What follows belongs to an exercise in optimizing a design on an open flow for small area and few clock cycles per item; a production flow would make more cautious choices. Function was checked by simulation only, so behaviour that the tests miss may differ from the original.

before:
## sorted_top_k_record_table
module sorted_top_k_record_table
(
   input  logic               clock,
   input  logic               reset,
   input  logic               req_valid,
   output logic               req_ready,
   input  logic               req_operation,
   input  logic [KEY_W-1:0]   req_new_key,
   input  logic [WAVE_W-1:0]  req_new_wave,
   input  logic [MAP_W-1:0]   req_new_map,
   input  logic [STAMP_W-1:0] req_new_stamp,
   input  logic [LABEL_W-1:0] req_new_label,
   input  logic [READ_W-1:0]  req_read_index,
   output logic               rsp_valid,
   input  logic               rsp_ready,
   output logic               rsp_placed,
   output logic [PLACE_W-1:0] rsp_place_index,
   output logic [KEY_W-1:0]   rsp_out_key,
   output logic [WAVE_W-1:0]  rsp_out_wave,
   output logic [MAP_W-1:0]   rsp_out_map,
   output logic [STAMP_W-1:0] rsp_out_stamp,
   output logic [LABEL_W-1:0] rsp_out_label,
   output logic [FILL_W-1:0]  rsp_filled_count
);
Size: ~2,500 flip-flops, about 320 I/O pins, about 0.099 mm^2 of cells after synthesis.
==> module sttk_back, before the edit <==
module sttk_back (
   input  logic               clock,
   input  logic               reset,
   input  logic               req_valid,
   output logic               req_ready,
   input  logic               req_operation,
   input  logic [READ_W-1:0]  req_read_index,
   input  logic [ENTRY_W-1:0] rec,
   output logic               rsp_valid,
   input  logic               rsp_ready,
   output logic               rsp_placed,
   output logic [PLACE_W-1:0] rsp_place_index,
   output logic [ENTRY_W-1:0] rd_data,
   output logic [FILL_W-1:0]  rsp_filled_count
);
   logic [ENTRY_W-1:0]     slot_ff [TABLE_DEPTH];
   logic [IDX_W-1:0]       ptr_ff  [TABLE_DEPTH];    
   logic [IDX_W-1:0]       ptr     [TABLE_DEPTH];    
   logic                   pend_ff;                  
   logic [TABLE_DEPTH-1:0] used_ff;
   logic [IDX_W-1:0]       rd_ff;
   logic                   rdv_ff;
   logic [CNT_W-1:0]       cnt_ff;
   logic                   valid_ff;
   logic                   placed_ff;
   logic [PLACE_W-1:0]     place_ff;
   logic [KEY_W-1:0]       key;
   logic [TABLE_DEPTH-1:0] above;    
   logic [TABLE_DEPTH-1:0] last;     
   logic [TABLE_DEPTH-1:0] sel;
   logic [CNT_W-1:0]       mark;
   logic [1:0]             c2 [8];
   logic [2:0]             c3 [4];
   logic [3:0]             c4 [2];
   logic [IDX_W-1:0]       rd_slot;
   logic                   take, placed, ins;
   function automatic logic key_gt(input logic [KEY_W-1:0] a, input logic [KEY_W-1:0] b);
      logic [31:0] g, p;
      g = '0;
      p = '1;
      for (int i = 0; i < KEY_W; i++) begin
         g[i] = a[i] & ~b[i];
         p[i] = a[i] | ~b[i];
      end
      for (int s = 1; s < 32; s = s * 2) begin
         for (int i = 0; i < 32; i += 2 * s) begin
            g[i + 2*s - 1] = g[i + 2*s - 1] | (p[i + 2*s - 1] & g[i + s - 1]);
            p[i + 2*s - 1] = p[i + 2*s - 1] & p[i + s - 1];
         end
      end
      key_gt = g[31];
   endfunction
   always_comb begin
      key = rec[KEY_LO +: KEY_W];
      for (int p = 0; p < TABLE_DEPTH; p++) begin
         above[p] = used_ff[p] && key_gt(slot_ff[p][KEY_LO +: KEY_W], key);
      end
      for (int i = 0; i < TABLE_DEPTH; i++) begin
         ptr[i] = ptr_ff[i];
         if (pend_ff) begin
            if (IDX_W'(i) == place_ff) begin
               ptr[i] = ptr_ff[TABLE_DEPTH-1];
            end else if (i > 0 && IDX_W'(i) > place_ff) begin
               ptr[i] = ptr_ff[i-1];
            end
         end
      end
      for (int p = 0; p < TABLE_DEPTH; p++) begin
         last[p] = (ptr[TABLE_DEPTH-1] == IDX_W'(p));
      end
      for (int p = 0; p < 8; p++) begin
         c2[p] = 2'(above[2*p]) + 2'(above[2*p+1]);
      end
      for (int p = 0; p < 4; p++) begin
         c3[p] = 3'(c2[2*p]) + 3'(c2[2*p+1]);
      end
      for (int p = 0; p < 2; p++) begin
         c4[p] = 4'(c3[2*p]) + 4'(c3[2*p+1]);
      end
      mark = CNT_W'(c4[0]) + CNT_W'(c4[1]);
      placed = !mark[IDX_W];
      req_ready = !valid_ff || rsp_ready;
      take      = req_valid && req_ready;
      ins       = take && !req_operation && placed;
      rd_slot   = ptr[req_read_index];
      for (int p = 0; p < TABLE_DEPTH; p++) begin
         sel[p] = rdv_ff && (rd_ff == IDX_W'(p));
      end
      rd_data = '0;
      for (int p = 0; p < TABLE_DEPTH; p++) begin
         rd_data = rd_data | ({ENTRY_W{sel[p]}} & slot_ff[p]);
      end
      rsp_valid        = valid_ff;
      rsp_placed       = placed_ff;
      rsp_place_index  = place_ff;
      rsp_filled_count = FILL_W'(cnt_ff);
   end
   always_ff @(posedge clock) begin
      if (reset) begin
         valid_ff <= 1'b0;
         pend_ff  <= 1'b0;
         cnt_ff   <= '0;
         used_ff  <= '0;
         for (int i = 0; i < TABLE_DEPTH; i++) begin
            ptr_ff[i] <= IDX_W'(i);
         end
      end else begin
         if (take) begin
            valid_ff <= 1'b1;
         end else if (rsp_ready) begin
            valid_ff <= 1'b0;
         end
         if (ins && (key != '0) && (cnt_ff != CNT_W'(TABLE_DEPTH))) begin
            cnt_ff <= cnt_ff + 1'b1;
         end
         pend_ff <= ins;
         for (int i = 0; i < TABLE_DEPTH; i++) begin
            ptr_ff[i] <= ptr[i];
         end
         if (ins) begin
            used_ff <= used_ff | last;
         end
      end
   end
   always_ff @(posedge clock) begin
      if (take) begin
         rd_ff     <= rd_slot;
         rdv_ff    <= req_operation && used_ff[rd_slot];
         placed_ff <= !req_operation && placed;
         place_ff  <= (!req_operation && placed) ? mark[PLACE_W-1:0] : '0;
      end
      for (int p = 0; p < TABLE_DEPTH; p++) begin
         if (take && !req_operation && last[p] && !above[p]) begin
            slot_ff[p] <= rec;
         end
      end
   end
endmodule
Settings: LEC_CHECK=0, CAP_MARGIN=20, CELL_PAD_IN_SITES_DETAIL_PLACEMENT=1, CORE_MARGIN=2, CORE_UTILIZATION=60, CTS_BUF_LIST=sky130_fd_sc_hd__clkbuf_16, CTS_CLUSTER_DIAMETER=60, CTS_CLUSTER_SIZE=30, PLACE_DENSITY=0.7, SLEW_MARGIN=20; clock period 7.0 ns.
standard.sh (not shown) runs the stock make flow with config.mk's settings and CLKGATE_MAP_FILE= SYNTH_SCRIPT=/design/flow/synth_recipe.tcl, a recipe that flattens the netlist after the stock synthesis.
==> flow/flow/run.sh <==
#!/bin/bash
# The standard layout, with two changes: the port buffers are the smallest buffer cell, and
# clock tree synthesis adds no dummy loads (its clustering settings as in config.mk).
set -euo pipefail
bash standard.sh \
  BUFFER_PORTS_ARGS="-buffer_cell sky130_fd_sc_hd__buf_1" \
  CTS_ARGS="-sink_clustering_enable -repair_clock_nets -dont_use_dummy_load -sink_clustering_size 30 -sink_clustering_max_diameter 60 -buf_list sky130_fd_sc_hd__clkbuf_16" \
  finish > standard_flow.log 2>&1
Testbench counts of before, summed over its fixed seeds: cycles 20,035, items 16,000.
### before -> after
--- a/flow/design.v
+++ b/flow/design.v
@@ -140,13 +140,13 @@
          c3[p] = 3'(c2[2*p]) + 3'(c2[2*p+1]);
       end
       for (int p = 0; p < 2; p++) begin
          c4[p] = 4'(c3[2*p]) + 4'(c3[2*p+1]);
       end
       mark = CNT_W'(c4[0]) + CNT_W'(c4[1]);
-      placed = !mark[IDX_W];
+      placed = |(last & ~above);
       req_ready = !valid_ff || rsp_ready;
       take      = req_valid && req_ready;
       ins       = take && !req_operation && placed;
       rd_slot   = ptr[req_read_index];
       for (int p = 0; p < TABLE_DEPTH; p++) begin
          sel[p] = rdv_ff && (rd_ff == IDX_W'(p));
==> run summary <==
Compared with before, after shows a lower data required time of the critical path.
Delta(number of distinct library cells after synthesis, after - before) > 0
after vs. before: fraction of area in clock buffers and inverters barely changed, final cell count dropped 145, wire length after detailed routing climbed 10,000 um.
In after, design area is lower than in before.
Sequential cell area fraction in the yosys report delta (before -> after): insignificant
Looking at destination of the critical timing path, the u_back.place_ff[2]$_SDFFCE_PN0P_ result is from after; the u_back.cnt_ff[3]$_SDFFE_PP0P_ one comes from before.
Going from before to after, share of the cycle needed by the critical path after routing lower; area after detailed placement shrank by about 1.5%; average footprint of a synthesized cell has decreased; final worst-path setup slack now sits higher.
Testbench counts of after, summed over its fixed seeds: cycles 20,035, items 16,000.

## what the ideal ports hide
The flow's constraints put no driver on any port. The routed layouts listed below were extracted and timed again, unchanged, in two steps.
Step 1, drivers: a clkbuf_16 drives clock and a buf_2 each remaining input, both assumed.
Step 2 times the ports against the registers' clock, not the clock port: input delays grow and output delays shrink by t, the midpoint of the rising clock arrivals with the driver on.
a / b / c = ideal ports / drivers / drivers and shift; a / b = the first two.
run	shift t [ns]	setup WS [ns]	hold slack, ns	clock arrival spread, ns	worst slew at a driven data input, ns
before	0.923	0.133 / 0.169 / -0.755	0.527 / 0.527 / 0.527	0.091 / 0.091	0.17
after	0.877	0.719 / 0.775 / -0.102	0.508 / 0.508 / 0.508	0.110 / 0.109	0.20
Met with ideal ports but missed after step 2: setup timing in before and after. For before, which loses most, drivers alone change the setup slack by +0.036 ns; drivers and shift together by -0.888 ns.
